From an optimization exercise on the open Yosys and OpenROAD flow, aimed at small area and a short achievable clock period; shortcuts taken in it are not production practice. Only simulation tests tie the RTL to the original design; equivalence was not proved.

// neuron_top
module neuron_top #(
    parameter int NEURON_INDEX = 1
) (
    input  logic        clk,
    input  logic        rst,
    input  logic        cfg_we,
    input  logic [5:0]  cfg_addr,
    input  logic [17:0] cfg_data,
    input  logic        axon_vld,
    input  logic [7:0]  axon_index,
    input  logic        nc_evaluate,
    input  logic        nc_reset,
    input  logic        nc_warmup,
    input  logic        out_granted,
    output logic        neur_output,
    output logic        out_pending,
    output logic [7:0]  out_bus,
    output logic [17:0] state_v,
    output logic [17:0] state_u
);
For scale: about 2,300 cells after synthesis, roughly 86 I/O pins, ~29,000 um2 of cells after synthesis.
Settings: LEC_CHECK=0, CAP_MARGIN=20, CORE_MARGIN=2, CORE_UTILIZATION=40, CTS_CLUSTER_DIAMETER=100, CTS_CLUSTER_SIZE=30, SLEW_MARGIN=20, SYNTH_HIERARCHICAL=1, SYNTH_MINIMUM_KEEP_SIZE=0; clock period 24.0 ns.
standard.sh (not shown) runs the stock make flow with config.mk's settings and CLKGATE_MAP_FILE= SYNTH_SCRIPT=/design/flow/synth_recipe.tcl, a recipe that flattens the netlist after the stock synthesis.
==> flow/flow/run.sh <==
#!/bin/bash
# The standard layout, with timing repair aimed at a shorter period than the clock's
# (SETUP_SLACK_MARGIN) and drive-strength buffers on the ports.
set -euo pipefail
export SETUP_SLACK_MARGIN=14
export BUFFER_PORTS_ARGS="-buffer_cell sky130_fd_sc_hd__buf_1"
bash standard.sh > standard.log 2>&1
The baseline finished clean.
Edit:
--- a/flow/flow/run.sh
+++ b/flow/flow/run.sh
@@ -6 +6 @@
-export BUFFER_PORTS_ARGS="-buffer_cell sky130_fd_sc_hd__buf_1"
+export BUFFER_PORTS_ARGS="-buffer_cell sky130_fd_sc_hd__buf_2"
--- a/flow/config.mk
+++ b/flow/config.mk
@@ -10 +10 @@
-export CORE_UTILIZATION = 40
+export CORE_UTILIZATION = 60
@@ -12,0 +13 @@
+export PLACE_DENSITY = 0.7
What happened:
- With this change the flow ran to the end with violations: antenna violations
- sequential cell count stays the same
- wire length is lower slightly
- utilization is higher by 21 points
- non-clock buffer count is higher by 12
- hold slack gets worse by 0.0047 ns
- synthesized cell count is unchanged


Starting RTL as in the previous note.
==> flow/config.mk <==
export PLATFORM = sky130hd
export DESIGN_NAME = neuron_top
export DESIGN_NICKNAME = neuron_top
export VERILOG_FILES = /design/flow/design.v
export SDC_FILE = /design/flow/constraint.sdc
export NUM_CORES = 4
export LEC_CHECK = 0
export CAP_MARGIN = 20
export CORE_MARGIN = 2
export CORE_UTILIZATION = 40
export CTS_CLUSTER_DIAMETER = 100
export CTS_CLUSTER_SIZE = 30
export GPL_TIMING_DRIVEN = 0
export SLEW_MARGIN = 20
export SYNTH_HIERARCHICAL = 1
export SYNTH_MINIMUM_KEEP_SIZE = 0
==> flow/constraint.sdc <==
create_clock -name core_clock -period 24.0 [get_ports {clk}]
set_input_delay 4.8000 -clock core_clock [delete_from_list [all_inputs] [get_ports {clk}]]
set_output_delay 4.8000 -clock core_clock [all_outputs]
set_load 0.01 [all_outputs]
==> flow/flow/run.sh <==
#!/bin/bash
# The standard layout, with timing repair aimed at a shorter period than the clock's
# (SETUP_SLACK_MARGIN) and drive-strength buffers on the ports.
set -euo pipefail
export SETUP_SLACK_MARGIN=14
export BUFFER_PORTS_ARGS="-buffer_cell sky130_fd_sc_hd__buf_2"
bash standard.sh > standard.log 2>&1
Then changed:
- GPL_TIMING_DRIVEN: 0 -> default
Result:
- worst setup slack improves by 0.0060 ns
- flip-flop and latch count does not change
- non-clock buffer count is lower by 65
- first-iteration DRC count is lower by about 6%
- area after synthesis stays the same
- routed wire length is lower by about 4.7%
- synthesized cell count stays the same
- clock-buffer cell count stays the same


== try-harbor ==
Another version of the RTL of neuron_top (not shown whole).
Size: ~4,000 cells after synthesis, roughly 86 I/O pins.
==> flow/design.v (excerpt) <==
module neuron_top #(
    parameter int NEURON_INDEX = 1
) (
    input  logic        clk,
    input  logic        rst,
    input  logic        cfg_we,
    input  logic [5:0]  cfg_addr,
    input  logic [17:0] cfg_data,
    input  logic        axon_vld,
    input  logic [7:0]  axon_index,
    input  logic        nc_evaluate,
    input  logic        nc_reset,
    input  logic        nc_warmup,
    input  logic        out_granted,
    output logic        neur_output,
    output logic        out_pending,
    output logic [7:0]  out_bus,
    output logic [17:0] state_v,
    output logic [17:0] state_u
);
==> flow/config.mk <==
export PLATFORM = sky130hd
export DESIGN_NAME = neuron_top
export DESIGN_NICKNAME = neuron_top
export VERILOG_FILES = /design/flow/design.v
export SDC_FILE = /design/flow/constraint.sdc
export NUM_CORES = 4
export LEC_CHECK = 0
export ABC_AREA = 1
export CAP_MARGIN = 20
export CORE_MARGIN = 2
export CORE_UTILIZATION = 40
export SLEW_MARGIN = 20
==> flow/constraint.sdc <==
create_clock -name core_clock -period 24.0 [get_ports {clk}]
set_input_delay 4.8000 -clock core_clock [delete_from_list [all_inputs] [get_ports {clk}]]
set_output_delay 4.8000 -clock core_clock [all_outputs]
set_load 0.01 [all_outputs]
Scripts as last shown in full above: flow/flow/run.sh
The following lists how try-indigo was set up differently from try-harbor:
Settings: ABC_AREA: 1 -> unset.
Findings:
In try-indigo, the minimum clock period after layout came out 0.042 ns above the value in try-harbor. Compare try-harbor and try-indigo | met2 wire length lower: try-indigo. Looking at try-harbor and try-indigo, the final area is a wash. From try-harbor to try-indigo the numbers moved as follows: count of clock-buffer cells in the layout dropped 1. Via count of the first global-routing pass (higher): try-harbor. Cell with the largest stage delay on the worst path = sky130_fd_sc_hd__buf_12: try-indigo; cell with the largest stage delay on the worst path = sky130_fd_sc_hd__buf_16: try-harbor. Clock-pin slew on the worst setup and hold paths: try-indigo vs try-harbor — no meaningful difference. The higher latest clock arrival within the worst-skew pair of try-harbor and try-indigo is in try-harbor.
What try-yarrow does differently from try-indigo at the input level:
--- a/flow/flow/run.sh
+++ b/flow/flow/run.sh
@@ -5 +5 @@
-export SETUP_SLACK_MARGIN=14
+export SETUP_SLACK_MARGIN=12.5
--- outcome ---
Relative to try-indigo, final cell count decreased by about 0.6% in try-yarrow.
try-yarrow vs try-indigo, vias per cell went down by 0.57%.
try-indigo → try-yarrow: first-pass GRT wire length held steady, number of DRC violations after detailed routing held steady, fmax fell 8.9%.
Per the comparison of try-yarrow with try-indigo, worst setup margin now sits lower, area of all placed cells without fillers now sits lower, layout-stage area growth over the synthesis result now sits lower, sequential cell count now sits at about the same level.
The following lists how try-quartz was set up differently from try-yarrow:
==> flow/run.sh (new file) <==
#!/bin/bash
# synth_recipe.tcl (not shown) runs the flow's synth.tcl, then flattens the netlist and writes it again
# the make line also repeats each setting of config.mk as NAME=value (left out here)
make -C /OpenROAD-flow-scripts/flow DESIGN_CONFIG=/design/flow/config.mk WORK_HOME=/design/flow/orfs CLKGATE_MAP_FILE= SYNTH_SCRIPT=/design/flow/synth_recipe.tcl finish
removed: flow/flow/run.sh
removed: flow/standard.sh
[summary]
- Going from try-yarrow to try-quartz, buffer count excluding the clock tree in the final layout rose about 2.6%, design area rose about 1%, post-synthesis to final-layout area growth rose 1.0 points, worst reg-to-reg path cell count rose about 3%.
- In try-quartz the non-clock buffering overhead in the final layout turned out 0.93 points higher than in try-yarrow.
- Diff try-yarrow..try-quartz | width of the die | unchanged
- Compared with try-yarrow, wire length on met1 in try-quartz decreased slightly.
- Compared with try-yarrow, in try-quartz via count went up; detailed-placement wirelength estimate did not really move.
diff inputs: try-quartz => try-umber
==> flow/flow/run.sh (new file) <==
#!/bin/bash
# The standard layout, with timing repair aimed at a shorter period than the clock's
# (SETUP_SLACK_MARGIN) and drive-strength buffers on the ports.
set -euo pipefail
export SETUP_SLACK_MARGIN=13.5
export BUFFER_PORTS_ARGS="-buffer_cell sky130_fd_sc_hd__buf_2"
bash standard.sh > standard.log 2>&1
==> flow/standard.sh (new file) <==
#!/bin/bash
# synth_recipe.tcl (not shown) runs the flow's synth.tcl, then flattens the netlist and writes it again
# the make line also repeats each setting of config.mk as NAME=value (left out here)
make -C /OpenROAD-flow-scripts/flow DESIGN_CONFIG=/design/flow/config.mk WORK_HOME=/design/flow/orfs CLKGATE_MAP_FILE= SYNTH_SCRIPT=/design/flow/synth_recipe.tcl "${@:-finish}"
removed: flow/run.sh
Results
Synthesized cell count came out exactly the same in try-quartz and try-umber.
Compared to try-quartz, try-umber has final critical-path setup slack 1.29 ns higher.
try-umber: largest fanout on the critical path higher than try-quartz
Changes in try-violet relative to try-umber:
Settings: CTS_CLUSTER_SIZE newly set to 30; CTS_BUF_LIST newly set to sky130_fd_sc_hd__clkbuf_8 sky130_fd_sc_hd__clkbuf_16; CTS_CLUSTER_DIAMETER newly set to 60.
--- a/flow/flow/run.sh
+++ b/flow/flow/run.sh
@@ -5 +5 @@
-export SETUP_SLACK_MARGIN=13.5
+export SETUP_SLACK_MARGIN=14
### Flow results
Comparing try-umber with try-violet, the combined global-route utilization of all metal layers came out essentially unchanged. Comparing try-umber and try-violet, the lower portion of the clock cycle consumed by the worst path in the final layout was measured on try-violet. Re leftover overflow at the end of global routing: no difference whatsoever between try-violet and try-umber. Area added between synthesis and finish was higher in the run labelled try-umber. In terms of level count of the clock H-tree, try-violet and try-umber differ only marginally. Status: aggregate routed wire length parity (try-violet, try-umber). Comparing try-umber and try-violet, the lower share of cell area taken by multi-input logic gates was measured on try-umber. Design area across try-umber and try-violet: no real change. Number of cells on the worst reg-to-reg path (try-violet vs. try-umber) decreases by more than 10%.

-- port drivers added, routing unchanged --
Ports are ideal in the flow. The routed layouts listed here were re-timed in OpenROAD. Step 1 (the two cells are an assumption about what drives the block):
set clk [get_ports {clk}]
set_driving_cell -lib_cell sky130_fd_sc_hd__clkbuf_16 $clk
set_driving_cell -lib_cell sky130_fd_sc_hd__buf_2 [delete_from_list [all_inputs] $clk]
Step 2 moves the port delays by t, midway between the first and last clock arrival at a register: inputs arrive t later, outputs are due t later. That takes back most of the time a late clock gives input paths. a / b / c = ideal ports / drivers / drivers and shift; a / b = the first two.
run	t (ns)	setup WS [ns]	clock arrival spread, ns	worst register clock-pin slew, ns	pins driven straight from the clock port
the first run of note 1	0.663	13.953 / 13.905 / 13.905	0.071 / 0.071	0.12 / 0.12	1
the second run of note 1	0.639	14.019 / 13.942 / 13.942	0.059 / 0.059	0.12 / 0.12	1
the first run of note 2	0.670	14.000 / 13.966 / 13.966	0.036 / 0.035	0.12 / 0.12	1
the second run of note 2	0.646	14.006 / 13.913 / 13.913	0.060 / 0.060	0.11 / 0.11	1
try-harbor	0.668	14.014 / 13.949 / 13.949	0.058 / 0.058	0.06 / 0.06	1
try-indigo	0.655	13.972 / 13.926 / 13.926	0.026 / 0.027	0.07 / 0.07	1
try-yarrow	0.665	12.997 / 12.969 / 12.969	0.045 / 0.045	0.07 / 0.07	1
try-quartz	0.662	12.342 / 12.311 / 12.311	0.062 / 0.061	0.07 / 0.07	1
try-umber	0.663	13.634 / 13.604 / 13.604	0.045 / 0.045	0.07 / 0.07	1
try-violet	0.649	13.974 / 13.928 / 13.928	0.037 / 0.037	0.10 / 0.10	1
For the second run of note 2, which loses most, drivers alone change the setup slack by -0.093 ns; drivers and shift together by -0.093 ns.
